What follows belongs to an exercise in optimizing a design on an open flow for small area; a production flow would make more cautious choices.
Function was checked by simulation only, so behaviour that the tests miss may differ from the original. The flow treats the clock pin as an ideal source, which a real chip does not have.

// m8c_issp_target
module m8c_issp_target #(
    parameter int          VEC_SIZE       = 22,
    parameter int          POR_HI_CYCLES  = 15000,
    parameter int          POR_LO_CYCLES  = 4,
    parameter int          EXEC_BUSY_CLKS = 8,
    parameter int          EXEC_ZERO_BITS = 40,
    parameter logic [7:0]  EXEC_REG       = 8'hFF
) (
    input  logic                osc,
    input  logic                rst_n,
    input  logic                vdd_on,
    input  logic                sclk,
    input  logic                sdata_in,
    output logic                sdata_out,
    output logic                sdata_oe,
    output logic                vec_valid,
    output logic [VEC_SIZE-1:0] vec_data,
    output logic                exec_pulse,
    input  logic [7:0]          dbg_addr,
    output logic [7:0]          dbg_data
);
Size: ~4,200 flip-flops, roughly 47 I/O pins, roughly 100,000 um2 of cells after synthesis.
==> flow/config.mk <==
export PLATFORM = sky130hd
export DESIGN_NAME = m8c_issp_target
export DESIGN_NICKNAME = m8c_issp_target
export VERILOG_FILES = /design/flow/design.v
export SDC_FILE = /design/flow/constraint.sdc
export NUM_CORES = 4
export LEC_CHECK = 0
export CAP_MARGIN = 20
export CORE_MARGIN = 2
export CORE_UTILIZATION = 70
export CTS_BUF_LIST = sky130_fd_sc_hd__clkbuf_16
export CTS_CLUSTER_DIAMETER = 80
export CTS_CLUSTER_SIZE = 30
export SETUP_SLACK_MARGIN = 0.2
export SLEW_MARGIN = 20
export SYNTH_HIERARCHICAL = 1
==> flow/constraint.sdc <==
create_clock -name core_clock -period 6.0 [get_ports {osc}]
set_input_delay 1.2000 -clock core_clock [delete_from_list [all_inputs] [get_ports {osc}]]
set_output_delay 1.2000 -clock core_clock [all_outputs]
set_load 0.01 [all_outputs]
standard.sh (not shown) runs the stock make flow with config.mk's settings and CLKGATE_MAP_FILE= SYNTH_SCRIPT=/design/flow/synth_recipe.tcl, a recipe that flattens the netlist after the stock synthesis.
==> flow/flow/run.sh <==
#!/bin/bash
# The standard layout (standard.sh) with two changes:
#  - clock tree synthesis runs without dummy loads (-dont_use_dummy_load);
#    its clustering settings are config.mk's CTS_* settings;
#  - the buffer that global placement puts on every input and output port is
#    sky130_fd_sc_hd__buf_2 instead of the flow's default pick.
# make's full output goes to flow.log; each ORFS step also keeps its own log
# under orfs/logs/.
set -euo pipefail
export CTS_ARGS="-sink_clustering_enable -repair_clock_nets -dont_use_dummy_load -sink_clustering_size 30 -sink_clustering_max_diameter 80 -buf_list sky130_fd_sc_hd__clkbuf_16"
export BUFFER_PORTS_ARGS="-buffer_cell sky130_fd_sc_hd__buf_2"
bash standard.sh finish > flow.log 2>&1
==> next run, changes <==
--- a/flow/design.v
+++ b/flow/design.v
@@ -58,16 +58,22 @@
         r_sd_s1 <= sdata_in;
         r_sd_s2 <= r_sd_s1;
     end
     assign w_rise = r_sclk_s2 & ~r_sclk_d;
     assign w_fall = ~r_sclk_s2 & r_sclk_d;
     assign w_bit  = sdata_oe ? sdata_out : r_sd_s2;
     assign w_vec  = {r_shift, w_bit};
     always_ff @(posedge osc) r_phase <= r_phase + 5'd1;
+    logic [3:0] r_pl;
+    logic [7:0] r_ph;
+    always_comb begin
+        for (int i = 0; i < 4; i++) r_pl[i] = (r_phase[1:0] == 2'(i));
+        for (int i = 0; i < 8; i++) r_ph[i] = (r_phase[4:2] == 3'(i));
+    end
     assign w_ins = (r_pend_k == ~r_phase);
     for (genvar g = 0; g < 16; g++) begin : g_ring
         logic       ins, ins_n;
         logic [7:0] d0;
         assign ins   = w_ins && (r_pend_ring == 4'(g));
         assign ins_n = ~ins;
         for (genvar b = 0; b < 8; b++) begin : g_b
             m8c_sel2 u_sel (.a(r_ring[g][248 + b]), .a_en(ins_n), .b(r_pend_data[b]), .b_en(ins),
@@ -83,20 +89,36 @@
     logic [16:0] w_pend_nx;
     m8c_ld #(.W(17)) u_ld_pend (.q({r_pend_ring, r_pend_k, r_pend_data}),
                                 .d({w_vec[20], w_vec[18:11], w_vec[10:3]}),
                                 .ld(w_we), .keep(!w_we), .y(w_pend_nx));
     always_ff @(posedge osc) {r_pend_ring, r_pend_k, r_pend_data} <= w_pend_nx;
     logic [31:0] w_dsel;
     logic [7:0]  w_drsel;
     logic        w_dhit;
-    logic [4:0] w_dslot;
-    assign w_dslot = dbg_addr[4:0] + r_phase;
+    logic [3:0] w_kl, w_l;
+    logic [7:0] w_kh, w_h0, w_h;
+    logic       w_c;
     always_comb begin
-        for (int s = 0; s < 32; s++) w_dsel[s] = (w_dslot == 5'(s)) && !w_dhit;
+        for (int i = 0; i < 4; i++) w_kl[i] = (dbg_addr[1:0] == 2'(i));
+        for (int i = 0; i < 8; i++) w_kh[i] = (dbg_addr[4:2] == 3'(i));
+        for (int a = 0; a < 4; a++) begin
+            w_l[a] = 1'b0;
+            for (int i = 0; i < 4; i++) w_l[a] = w_l[a] | (w_kl[i] & r_pl[(a - i) & 3]);
+        end
+        w_c = 1'b0;
+        for (int i = 0; i < 4; i++)
+            for (int j = 0; j < 4; j++)
+                if (i + j >= 4) w_c = w_c | (w_kl[i] & r_pl[j]);
+        for (int b = 0; b < 8; b++) begin
+            w_h0[b] = 1'b0;
+            for (int i = 0; i < 8; i++) w_h0[b] = w_h0[b] | (w_kh[i] & r_ph[(b - i) & 7]);
+        end
+        for (int b = 0; b < 8; b++) w_h[b] = w_c ? w_h0[(b - 1) & 7] : w_h0[b];
+        for (int s = 0; s < 32; s++) w_dsel[s] = w_h[s >> 2] & w_l[s & 3] & !w_dhit;
         for (int r = 0; r < 8; r++) w_drsel[r] = (dbg_addr[7:5] == 3'(r));
     end
     logic [7:0] w_dlvl1 [32];
     for (genvar sl = 0; sl < 32; sl++) begin : g_ds
         for (genvar b = 0; b < 8; b++) begin : g_db
             logic [7:0] col;
             for (genvar r = 0; r < 8; r++) begin : g_dr
                 assign col[r] = r_ring[r][8*sl + b];
Hold slack got worse by 0.021 ns; non-clock buffer count goes up by 3; setup slack improved by 0.0033 ns; wire length goes up slightly; via count goes up slightly.

==> afterwards: timing with drivers on the ports <==
In the flow no input, the clock included, has a driving cell. The finished layouts below were timed again as built, in two steps.
Step 1, drivers: a clkbuf_16 drives osc and a buf_2 each remaining input, both assumed.
Step 2 times the ports against the registers' clock, not the clock port: input delays grow and output delays shrink by t, the midpoint of the rising clock arrivals with the driver on.
a / b / c = no drivers / after step 1 / after step 2; a / b = the first two.
| run | t, ns | slack for setup (ns) | clock arrival spread, ns | worst data-port slew with drivers (ns) |
|---|---|---|---|---|
| the first run | 0.894 | 0.249 / 0.102 / 0.102 | 0.104 / 0.104 | 0.21 |
| the second run | 0.888 | 0.253 / 0.166 / 0.178 | 0.108 / 0.108 | 0.14 |
After both steps setup and hold are still met in every run listed. The setup slack of the first run, which loses most, moves by -0.147 ns with the drivers and by -0.147 ns with both steps.
